What follows belongs to an exercise in optimizing a design on an open flow for small area; a production flow would make more cautious choices.
In this exercise RTL edits were held to simulation tests only and were not proved equivalent to the original.
Power is estimated from default activity; no workload was simulated.

==> design/flow/design.v <==
package daq_ctrl_pkg;
	localparam int REG_W  = 7;
	localparam int ADDR_W = 5;
	typedef logic [REG_W-1:0]  reg_word_t;
	typedef logic [ADDR_W-1:0] reg_addr_t;
	function automatic reg_addr_t cnt_next(input reg_addr_t c);
		cnt_next = {c[3:0], c[4] ^ c[2] ^ (c[3:0] == 4'd0)};
	endfunction
	function automatic reg_addr_t cnt_at(input int i);
		reg_addr_t c;
		c = '0;
		for (int k = 0; k < i; k++) c = cnt_next(c);
		cnt_at = c;
	endfunction
	function automatic logic [145:0] unpack_timing(input reg_word_t [30:0] regs);
		logic [145:0] t;
		t = {regs[0], regs[1], |regs[2],
		     regs[20][0], regs[19], regs[18][0], regs[17],
		     regs[16][0], regs[15], regs[14][0], regs[13],
		     regs[12][0], regs[11], regs[10][0], regs[9],
		     regs[8][0],  regs[7],  regs[6][0],  regs[5],
		     regs[4][0],  regs[3],
		     regs[21][5:0],
		     regs[25][5:0], regs[24], regs[23][5:0], regs[22],
		     |regs[26], regs[27], regs[29][4:0], regs[28], regs[30]};
		unpack_timing = t;
	endfunction
endpackage
module cmd_decoder (
	input  logic       tx_clk,
	input  logic       rst,
	input  logic       clr,
	input  logic [7:0] byte_in,
	input  logic       byte_ready,
	output logic       byte_unload,
	output logic       wr_fast,
	output logic       wr_slow,
	output logic       keep_fast,
	output logic       keep_slow,
	output logic [4:0] addr,
	output logic [6:0] wdata,
	output logic [6:0] pulses
);
	logic tgt_slow;
	logic tgt_none;
	logic trig;
	logic wr;
	logic keep;
	assign wr_fast   = wr && !tgt_slow;
	assign wr_slow   = wr && tgt_slow;
	assign keep_fast = keep || tgt_slow;
	assign keep_slow = keep || !tgt_slow;
	logic decode;
	assign decode = !byte_ready && byte_unload;
	always_ff @(posedge tx_clk or posedge rst) begin
		if (rst) begin
			byte_unload <= 1'b0;
			wr          <= 1'b0;
			keep        <= 1'b1;
			trig        <= 1'b0;
		end else begin
			byte_unload <= byte_ready;
			wr          <= decode && byte_in[7] && !tgt_none;
			keep        <= !(decode && byte_in[7] && !tgt_none);
			trig        <= decode && byte_in[7:3] == 5'd0 && byte_in[2:0] != 3'd7;
		end
	end
	always_ff @(posedge tx_clk) begin
		if (clr) begin
			tgt_slow  <= 1'b0;
			tgt_none  <= 1'b0;
			addr      <= '0;
		end else begin
			if (decode && !byte_in[7] && (byte_in[6] || byte_in[5])) begin
				tgt_slow <= byte_in[6] && byte_in[5];
				tgt_none <= !byte_in[6];
			end
			if (decode && byte_in[7:6] == 2'b01) addr <= byte_in[4:0];
		end
	end
	always_ff @(posedge tx_clk) begin
		wdata <= byte_in[6:0];
	end
	always_comb begin
		pulses    = '0;
		pulses[6] = trig && wdata[2:0] == 3'd0;
		pulses[3] = trig && wdata[2:0] == 3'd1;
		pulses[4] = trig && wdata[2:0] == 3'd2;
		pulses[5] = trig && wdata[2:0] == 3'd3;
		pulses[2] = trig && wdata[2:0] == 3'd4;
		pulses[1] = trig && wdata[2:0] == 3'd5;
		pulses[0] = trig && wdata[2:0] == 3'd6;
	end
endmodule
module ctrl_reg_bank #(
	parameter int N_REGS = 31,
	parameter bit INV = 1'b0
) (
	input  logic                                   tx_clk,
	input  logic                                   clr,
	input  logic                                   wr,
	input  logic                                   keep,
	input  daq_ctrl_pkg::reg_addr_t                wr_addr,
	input  daq_ctrl_pkg::reg_word_t                wr_data,
	input  daq_ctrl_pkg::reg_addr_t                rd_addr,
	output daq_ctrl_pkg::reg_word_t                rd_data,
	output daq_ctrl_pkg::reg_word_t [N_REGS-1:0]   regs
);
	daq_ctrl_pkg::reg_word_t st_data;
	assign st_data = INV ? (~wr_data | {7{clr}}) : wr_data;
	logic [3:0] wr_lo;
	logic [3:0] keep_lo;
	logic [7:0] wr_hi;
	always_comb begin
		for (int k = 0; k < 4; k++) begin
			wr_lo[k]   = (wr && wr_addr[1:0] == k) || (INV && clr);
			keep_lo[k] = (!keep && wr_addr[1:0] == k) || clr;
		end
		for (int j = 0; j < 8; j++) wr_hi[j] = wr_addr[4:2] == j || clr;
	end
	for (genvar i = 0; i < N_REGS; i++) begin : g_reg
		logic we;
		logic hold;
		assign we   = wr_lo[i % 4] && wr_hi[i / 4];
		assign hold = !(keep_lo[i % 4] && wr_hi[i / 4]);
		always_ff @(posedge tx_clk) begin
			regs[i] <= (regs[i] & {7{hold}}) | (st_data & {7{we}});
		end
	end
	localparam int N_GRP = (N_REGS + 2) / 3;
	logic [N_REGS-1:0] rd_sel;
	logic [3:0] rd_lo;
	logic [7:0] rd_hi;
	daq_ctrl_pkg::reg_word_t [N_GRP-1:0] grp;
	always_comb begin
		for (int k = 0; k < 4; k++) rd_lo[k] = rd_addr[1:0] == k && !clr;
		for (int j = 0; j < 8; j++) rd_hi[j] = rd_addr[4:2] == j;
		for (int i = 0; i < N_REGS; i++) begin
			rd_sel[i] = rd_lo[daq_ctrl_pkg::cnt_at(i) % 4] && rd_hi[daq_ctrl_pkg::cnt_at(i) / 4];
		end
		for (int g = 0; g < N_GRP; g++) begin
			grp[g] = '0;
			for (int k = 0; k < 3; k++) begin
				if (3 * g + k < N_REGS) begin
					grp[g] = grp[g] | ((INV ? ~regs[3 * g + k] : regs[3 * g + k]) & {7{rd_sel[3 * g + k]}});
				end
			end
		end
		rd_data = '0;
		for (int g = 0; g < N_GRP; g++) rd_data = rd_data | grp[g];
	end
endmodule
module reg_readback #(
	parameter int N_REGS = 31
) (
	input  logic                    tx_clk,
	input  logic                    rst,
	input  logic                    tx_en,
	input  logic                    word_loaded,
	input  daq_ctrl_pkg::reg_word_t rd_data,
	output daq_ctrl_pkg::reg_addr_t rd_addr,
	output logic [9:0]              link
);
	logic [4:0] cnt;
	logic loaded_meta;
	logic loaded_sync;
	logic word_ready;
	logic complete;
	daq_ctrl_pkg::reg_word_t word;
	assign rd_addr = cnt;
	assign link    = {word_ready, 1'b1, word, complete};
	always_ff @(posedge tx_clk or posedge rst) begin
		if (rst) begin
			cnt         <= '0;
			loaded_meta <= 1'b0;
			loaded_sync <= 1'b0;
			word_ready  <= 1'b0;
			complete    <= 1'b0;
		end else begin
			loaded_meta <= word_loaded;
			loaded_sync <= loaded_meta;
			if (!complete) begin
				if (tx_en) begin
					if (!word_ready && !loaded_sync) begin
						if (cnt == daq_ctrl_pkg::cnt_at(N_REGS)) begin
							complete <= 1'b1;
						end else begin
							word_ready <= 1'b1;
						end
					end else if (word_ready && loaded_sync) begin
						word_ready <= 1'b0;
						cnt        <= daq_ctrl_pkg::cnt_next(cnt);
					end
				end
			end else if (!tx_en) begin
				cnt         <= '0;
				loaded_meta <= 1'b0;
				loaded_sync <= 1'b0;
				word_ready  <= 1'b0;
				complete    <= 1'b0;
			end
		end
	end
	always_ff @(posedge tx_clk) begin
		word <= rd_data;
	end
endmodule
module reset_sequencer (
	input  logic       tx_clk,
	input  logic       rst,
	input  logic       full_reset,
	input  logic       idelay_rst,
	output logic       dcm_rst,
	output logic       idelay_rst_out
);
	localparam logic [23:0] DCM_END    = 24'ha46d1f;
	localparam logic [23:0] DCM_MASK   = 24'hffbfff;
	localparam logic [23:0] SHORT_END  = 24'hfffeaa;
	localparam logic [23:0] SHORT_MASK = 24'h000300;
	logic        gap;
	logic [23:0] t;
	logic        idle;
	logic        done_dcm;
	logic        done_short;
	logic        load;
	assign idle       = !dcm_rst && !gap && !idelay_rst_out;
	assign done_dcm   = ((t ^ DCM_END) & DCM_MASK) == 24'd0;
	assign done_short = ((t ^ SHORT_END) & SHORT_MASK) == 24'd0;
	assign load       = idle || (dcm_rst ? done_dcm : done_short);
	always_ff @(posedge tx_clk or posedge rst) begin
		if (rst) begin
			dcm_rst        <= 1'b0;
			gap            <= 1'b0;
			idelay_rst_out <= 1'b0;
		end else begin
			if (idle) begin
				gap     <= idelay_rst;
				dcm_rst <= full_reset && !idelay_rst;
			end else if (dcm_rst) begin
				if (done_dcm) begin
					dcm_rst <= 1'b0;
					gap     <= 1'b1;
				end
			end else if (gap) begin
				if (done_short) begin
					gap            <= 1'b0;
					idelay_rst_out <= 1'b1;
				end
			end else begin
				if (done_short) begin
					idelay_rst_out <= 1'b0;
				end
			end
		end
	end
	always_ff @(posedge tx_clk) begin
		t[0] <= !load && (t[23] ^ t[22] ^ t[21] ^ t[16]);
		for (int i = 1; i < 24; i++) begin
			t[i] <= !(load || t[i-1]);
		end
	end
endmodule
module daq_ctrl_top (
	input  logic         tx_clk,
	input  logic         rst,
	input  logic [7:0]   byte_in,
	input  logic         byte_ready,
	input  logic         tx_en_fast,
	input  logic         tx_en_slow,
	input  logic         word_loaded_fast,
	input  logic         word_loaded_slow,
	output logic         byte_unload,
	output logic [145:0] timing,
	output logic [6:0]   pulses,
	output logic [9:0]   rb_fast,
	output logic [9:0]   rb_slow,
	output logic         dcm_rst,
	output logic         idelay_rst_out
);
	localparam int FAST_REGS = 31;
	localparam int SLOW_REGS = 23;
	logic       wr_fast;
	logic       wr_slow;
	logic       keep_fast;
	logic       keep_slow;
	logic [4:0] addr;
	logic [6:0] wdata;
	daq_ctrl_pkg::reg_word_t [FAST_REGS-1:0] fast_regs;
	daq_ctrl_pkg::reg_word_t [FAST_REGS-1:0] fast_regs_n;
	logic clr;
	logic clr_n;
	assign clr = !clr_n;
	always_ff @(posedge tx_clk or posedge rst) begin
		if (rst) begin
			clr_n <= 1'b0;
		end else begin
			clr_n <= 1'b1;
		end
	end
	daq_ctrl_pkg::reg_addr_t fast_rd_addr;
	daq_ctrl_pkg::reg_word_t fast_rd_data;
	daq_ctrl_pkg::reg_addr_t slow_rd_addr;
	daq_ctrl_pkg::reg_word_t slow_rd_data;
	cmd_decoder u_dec (
		.tx_clk      (tx_clk),
		.rst         (rst),
		.clr         (clr),
		.byte_in     (byte_in),
		.byte_ready  (byte_ready),
		.byte_unload (byte_unload),
		.wr_fast     (wr_fast),
		.wr_slow     (wr_slow),
		.keep_fast   (keep_fast),
		.keep_slow   (keep_slow),
		.addr        (addr),
		.wdata       (wdata),
		.pulses      (pulses)
	);
	ctrl_reg_bank #(.N_REGS(FAST_REGS), .INV(1'b1)) u_fast_bank (
		.tx_clk  (tx_clk),
		.clr     (clr),
		.wr      (wr_fast),
		.keep    (keep_fast),
		.wr_addr (addr),
		.wr_data (wdata),
		.rd_addr (fast_rd_addr),
		.rd_data (fast_rd_data),
		.regs    (fast_regs_n)
	);
	ctrl_reg_bank #(.N_REGS(SLOW_REGS)) u_slow_bank (
		.tx_clk  (tx_clk),
		.clr     (clr),
		.wr      (wr_slow),
		.keep    (keep_slow),
		.wr_addr (addr),
		.wr_data (wdata),
		.rd_addr (slow_rd_addr),
		.rd_data (slow_rd_data),
		.regs    ()
	);
	reg_readback #(.N_REGS(FAST_REGS)) u_fast_rb (
		.tx_clk      (tx_clk),
		.rst         (rst),
		.tx_en       (tx_en_fast),
		.word_loaded (word_loaded_fast),
		.rd_data     (fast_rd_data),
		.rd_addr     (fast_rd_addr),
		.link        (rb_fast)
	);
	reg_readback #(.N_REGS(SLOW_REGS)) u_slow_rb (
		.tx_clk      (tx_clk),
		.rst         (rst),
		.tx_en       (tx_en_slow),
		.word_loaded (word_loaded_slow),
		.rd_data     (slow_rd_data),
		.rd_addr     (slow_rd_addr),
		.link        (rb_slow)
	);
	reset_sequencer u_rst_seq (
		.tx_clk         (tx_clk),
		.rst            (rst),
		.full_reset     (pulses[6]),
		.idelay_rst     (pulses[2]),
		.dcm_rst        (dcm_rst),
		.idelay_rst_out (idelay_rst_out)
	);
	assign fast_regs = ~fast_regs_n;
	assign timing    = daq_ctrl_pkg::unpack_timing(fast_regs) & {146{!clr}};
endmodule
==> design/flow/flow/run.sh <==
#!/bin/bash
# Own layout flow: the standard flow (standard.sh) with two changes.
#  1. Synthesis is the standard script with only the ABC script swapped for the
#     area-oriented flow/area.abc. Its registers (names and cell types) are
#     checked against the standard synthesis; if they differ the standard
#     netlist is used instead.
#  2. Port buffers are sky130_fd_sc_hd__buf_1 (buffer_ports -buffer_cell).
#  3. Clock tree: clusters of at most 9 sinks within 45 um, built of
#     clkbuf_4, without dummy loads (CTS_ARGS).
# Each tool's output goes to a log file of its own in this folder.
set -euo pipefail
W=$PWD
R=$W/orfs/results/$FLOW_PLATFORM/daq_ctrl_top/base

bash standard.sh synth > log_std_synth.txt 2>&1
cp "$R/1_2_yosys.v" ref_netlist.v

# 2. own synthesis: same script and make call, abc script swapped
{ cat flow/abc_override.tcl; cat synth_recipe.tcl; } > own_synth.tcl
sed "s#SYNTH_SCRIPT=[^ ]*#SYNTH_SCRIPT=$W/own_synth.tcl#" standard.sh > own_standard.sh
mkdir -p ref_results
cp -p "$R"/1_* ref_results/
rm -f "$R"/1_*
export OWN_ABC_SCRIPT=$W/flow/area.abc
if bash own_standard.sh synth > log_own_synth.txt 2>&1 \
   && python3 flow/regs.py ref_netlist.v "$R/1_2_yosys.v" > log_regs.txt 2>&1; then
  echo "own synthesis used" >> log_regs.txt
else
  echo "own synthesis not used, back to the standard netlist" >> log_regs.txt
  rm -f "$R"/1_*
  cp -p ref_results/1_* "$R"/
fi

# 3. the rest of the standard flow, port buffers as buf_1
export BUFFER_PORTS_ARGS="-buffer_cell sky130_fd_sc_hd__buf_1"
export CTS_ARGS="-sink_clustering_enable -sink_clustering_size 9 -sink_clustering_max_diameter 45 -buf_list sky130_fd_sc_hd__clkbuf_4 -dont_use_dummy_load -repair_clock_nets"
bash own_standard.sh > log_layout.txt 2>&1
test -s out/final.def
==> design/flow/flow/abc_override.tcl <==
# Route synth.tcl's abc call to the script named by OWN_ABC_SCRIPT.
proc abc {args} {
  set i [lsearch -exact $args -script]
  if {$i >= 0} { lset args [expr {$i + 1}] $::env(OWN_ABC_SCRIPT) }
  yosys abc {*}$args
}
==> design/flow/flow/area.abc <==
strash
&get -n
&st
&dch -f
&nf -a -R 1000
&put
strash
&get -n
&st
&dch -f
&nf -a -R 1000
&put
strash
&get -n
&st
&dch -f
&nf -a -R 1000
&put
strash
&get -n
&st
&dch -f
&nf -a -R 1000
&put
==> design/flow/flow/regs.py <==
# Compare the registers (instance name and cell type, drive strength ignored) of two netlists.
import re, sys
def regs(path):
    txt = open(path).read()
    out = set()
    for cell, name in re.findall(r'^\s*(sky130_fd_sc_hd__\w+)\s+(\S+)\s*\(', txt, re.M):
        base = re.sub(r'_\d+$', '', cell.replace('sky130_fd_sc_hd__', ''))
        if re.match(r'(s?df|s?edf|dl)', base):
            out.add((name, base))
    return out
a, b = regs(sys.argv[1]), regs(sys.argv[2])
print(f"registers: reference {len(a)}, own {len(b)}")
if a != b:
    print("differ:", sorted(a ^ b)[:20])
    sys.exit(1)
print("registers match")
==> design/flow/standard.sh <==
#!/bin/bash
# synth_recipe.tcl (not shown) runs the flow's synth.tcl, then flattens the netlist and writes it again
# the make line also repeats each setting of config.mk as NAME=value (left out here)
make -C /OpenROAD-flow-scripts/flow DESIGN_CONFIG=/design/flow/config.mk WORK_HOME=/design/flow/orfs CLKGATE_MAP_FILE= SYNTH_SCRIPT=/design/flow/synth_recipe.tcl "${@:-finish}"
==> design/flow/config.mk <==
export PLATFORM = sky130hd
export DESIGN_NAME = daq_ctrl_top
export DESIGN_NICKNAME = daq_ctrl_top
export VERILOG_FILES = /design/flow/design.v
export SDC_FILE = /design/flow/constraint.sdc
export NUM_CORES = 4
export LEC_CHECK = 0
export CAP_MARGIN = 20
export CORE_MARGIN = 2
export CORE_UTILIZATION = 60
export PLACE_DENSITY = 0.7
export SLEW_MARGIN = 20
==> design/flow/constraint.sdc <==
create_clock -name core_clock -period 10.0 [get_ports {tx_clk}]
set_input_delay 2.0000 -clock core_clock [delete_from_list [all_inputs] [get_ports {tx_clk}]]
set_output_delay 2.0000 -clock core_clock [all_outputs]
set_load 0.01 [all_outputs]
==> run summary <==
-- cells in the mapped netlist (all sizes together), types with 5 or more instances --
cell      n
a21oi    12
a221o     7
a222oi   49
a22o    388
and2      6
and4      9
buf       8
clkinv   11
dfrtp    25
dfxtp   430
nand2   121
nand2b   10
nand3    15
nand3b    5
nand4    10
nor2    282
nor2b     6
nor3     14
nor3b     6
nor4     26
o21ai    25
o22a      8
o22ai    98
or4       7
xnor2     5
-- cell usage in the layout (no fill, tap or decap), types with 14 or more instances in the layout --
cell      synthesis  final
nor3_1           14     14
dfrtp_1          25     25
clkbuf_4          0     57
nand3_1          15     15
o22ai_1          98     98
a22o_1          388    388
nor4_1           26     26
buf_1             0    188
nor2_1          282    282
dfxtp_1         430    429
buf_4             8     18
a222oi_1         49     49
nand2_1         121    117
o21ai_0          25     20
-- worst paths after layout --
check | slack [ns] | depth (start not counted) | endpoint | from
worst max-delay path | 5.22 | 5 | timing[131] | clr_n
max in group asynchronous | 8.31 | 2 | u_dec.keep | rst
worst min-delay path | 0.39 | 1 | u_rst_seq.t[19] | u_rst_seq.t[18]
worst min register to register | 0.39 | 1 | u_rst_seq.t[19] | u_rst_seq.t[18]
min in group asynchronous | 1.29 | 2 | u_fast_rb.cnt[4] | rst
worst max register to register | 6.13 | 10 | u_fast_rb.word[0] | clr_n
-- kinds of logic (layout without fill, tap and decap cells) --
kind of cell | count (synthesis) | after routing
AO/OA/AOI/OAI | 594 | 594
XOR/XNOR | 5 | 5
adder cells (fa/ha/maj) | 4 | 4
buffers and inverters | 19 | 276
flip-flops | 456 | 456
multiplexers | 1 | 1
other | 1 | 5
AND/OR/NAND/NOR | 526 | 526
-- power groups by stage --
stage	clock network [mW]	logic, mW	registers, mW
6_report	0.843	0.698	2.22
5_1_grt	0.914	0.760	2.24
4_1_cts	0.845	0.689	2.21
3_5_place_dp	0	0.686	2.25
3_3_place_gp	0	0.670	2.25
2_1_floorplan	0	0.463	2.20
-- state kept, by name, indices dropped and copies added (netlist names), 5 cells and up --
signal,count
u_fast_bank.regs,217
u_slow_bank.regs,161
u_rst_seq.t,24
u_dec.wdata,7
u_fast_rb.word,7
u_slow_rb.word,7
u_dec.addr,5
u_fast_rb.cnt,5
u_slow_rb.cnt,5
-- metal layers --
layer  vias to the layer above  part of all wire (%)  global-route usage, %
li1                       6819                     -                      -
met4                         0                   5.7                   19.9
met1                      7256                    40                   48.7
met3                       214                   9.2                   5.44
met2                       919                    45                   58.0
met5                         -                     0                      0
-- area by class of cell --
type                            instances  area, sq um
Inverter                               11         43.8
Multi-Input combinational cell       1133         7320
Clock buffer                           57          428
Timing Repair Buffer                  208          857
Fill cell                            2212         8720
Antenna cell                            2         5.00
Tap cell                              372          465
Sequential cell                       456         9260
-- through the flow --
stage	area [sq um]	total power, mW	setup slack [ns]	cells
final	18400	3.76	5.22	2239
after floorplan	16700	2.66	3.73	1608
after detailed placement	17900	2.94	5.78	2180
after global routing	18400	3.91	5.03	2239
after CTS	18400	3.74	5.00	2237
after global placement	17900	2.92	5.89	2179
==> key figures <==
Detailed routing
  • WL final: 54600 microns
  • Via density: 6.79
  • Drc violations: 0
  • Post-route ant nets: 0
  • Drt initial violations: 2211
  • 1st-pass router iterations: 9
  • Via Count: 15200
  • Drt wl/cell: 24.4 microns

Timing
  • Max-slew violations: 0
  • Min Tclk post-route: 4.78 ns
  • Slew margin rel.: 18.4%
  • Final Cycle Share: 47.8%
  • FMAX: 209 MHz
  • Setup repair after global routing missed its margin: no
  • Clock skew: 0.0538 ns
  • Setup_tns: 0 ns
  • Slew @ Worst Pin: 1.22 ns
  • Final setup violation count: 0
  • Final-report hold violation count: 0
  • Worst hold slack: 0.390 ns

Logic synthesis
  • Synth Area in Compound Gates: 29.3%
  • Cell variety after synth: 39
  • Seq/Total Area, Yosys: 55.6%
  • Async S/R FF share, synth: 5.70%
  • Synth Area in Simple Gates: 13.8%
  • Largest family of logic cells by synthesized area: compound AO/OA/AOI/OAI gates
  • Top cell type's share of synthesized area: 51.7%
  • Mux share of post-synthesis cell area: 0.0676%
  • Post-Synthesis Cell Area: 16700 sq um
  • Synthesis warning total: 7
  • Xor/xnor share of the synthesized area: 0.263%
  • Post-synth top area cell: dfxtp_1
  • Post-synth EDFFs: 0
  • Largest cells by area after synthesis: dfxtp_1 52%, a22o_1 20%, nor2_1 6.4%, dfrtp_1 3.8%, o22ai_1 3.7%
  • Seq cells post-synth: 456
  • Adder-cell share of the synthesized area: 0.301%
  • Synthesized instance count: 1606
  • Avg Cell Area, Syn: 10.4 sq um
  • Post-synth top flop: dfxtp_1

Die
  • DIE HEIGHT: 171 microns
  • Die Area: 29100 sq um
  • Core area: 27100 sq um
  • I/O pins: 191
  • Starting density of the core: 61.4%
  • DIE WIDTH: 171 microns
  • Site Rows: 60

Setup path
  • Crit start category: flip-flop
  • CP delay by family, top: buffers and inverters
  • CP endpoint kind: output port
  • Critical Path AT: 2.78 ns
  • Max incr delay on CP: 0.61 ns
  • Worst EP required: 8.00 ns
  • Buffer and inverter count on the worst path: 4
  • Slowest-stage cell, CP: buf_6
  • Setup Crit Path Kind: flip-flop to output port
  • Crit Path Max Fanout: 120
  • Worst path cell trace: buf_4 > inv_4 > buf_6 > a41oi_1 > buf_1

Global routing
  • Initial antenna violation count: 1
  • First-pass GRT wire length: 82100 microns
  • Largest net degree at the start of global routing: 121
  • GR Overflow Total: 0
  • Number of global-route vias before repair: 14100
  • GRT Util Overall: 36.7%

Final layout
  • Final core occ: 67.8%
  • Nets@finish: 1886
  • Synth-to-Final Area Change: 10.4%
  • Share of cells above drive strength 1: 4.72%

Clock tree
  • CTS clock-pin slew for the worst setup and hold paths: 0.10 ns
  • Worst-Skew Late Latency: 0.75 ns
  • # H-tree levels: 2
  • CTS Hold Bufs: 0
  • CTS tree: yes
  • CTS Root Buffer Type: clkbuf_4
  • CTS resizes: 0
  • TritonCTS buffer count: 57
  • Clock Path Buffers: 3
  • Clock Sinks: 456
  • Post-CTS setup buffers: 0

Power
  • VDD IR max: 0.150 mV
  • Static leakage: 7.36 nW
  • Clock power frac: 22.4%
  • Sequential power share: 59.0%
  • Pwr dens: 205 nW/um^2
  • Net Sw Frac: 32.3%
  • Switching Power: 1.21 mW
  • Internal power: 2.55 mW
  • Combinational Power Share: 18.6%

Hold path
  • HP Class: flip-flop to flip-flop

Outcome
  • Status: complete, no violations

Flow run
  • Max_cap viols: 0

Placed design
  • GP Congestion: 0.984
  • Detailed placer's ending HPWL: 37000 microns
  • IO Port Bufs: 188

static timing again, ports no longer ideal:
Ports are ideal in the flow. The routed layout listed here was re-timed in OpenROAD.
Step 1: set_driving_cell puts a clkbuf_16 on tx_clk and a buf_2 on each other input, an assumption about the parent block.
Step 2 times the ports against the registers' clock, not the clock port: input delays grow and output delays shrink by t, the midpoint of the rising clock arrivals with the driver on.
Three values: ideal, step 1, step 2; two values: the first two.
t (ns): 0.773
setup WS [ns]: 5.217 / 5.166 / 5.939
latest minus earliest clock arrival (ns): 0.055 / 0.056
worst register clock-pin slew, ns: 0.11 / 0.11
After both steps setup and hold are still met in this run. For this run, drivers alone change the setup slack by -0.051 ns; drivers and shift together by +0.722 ns.
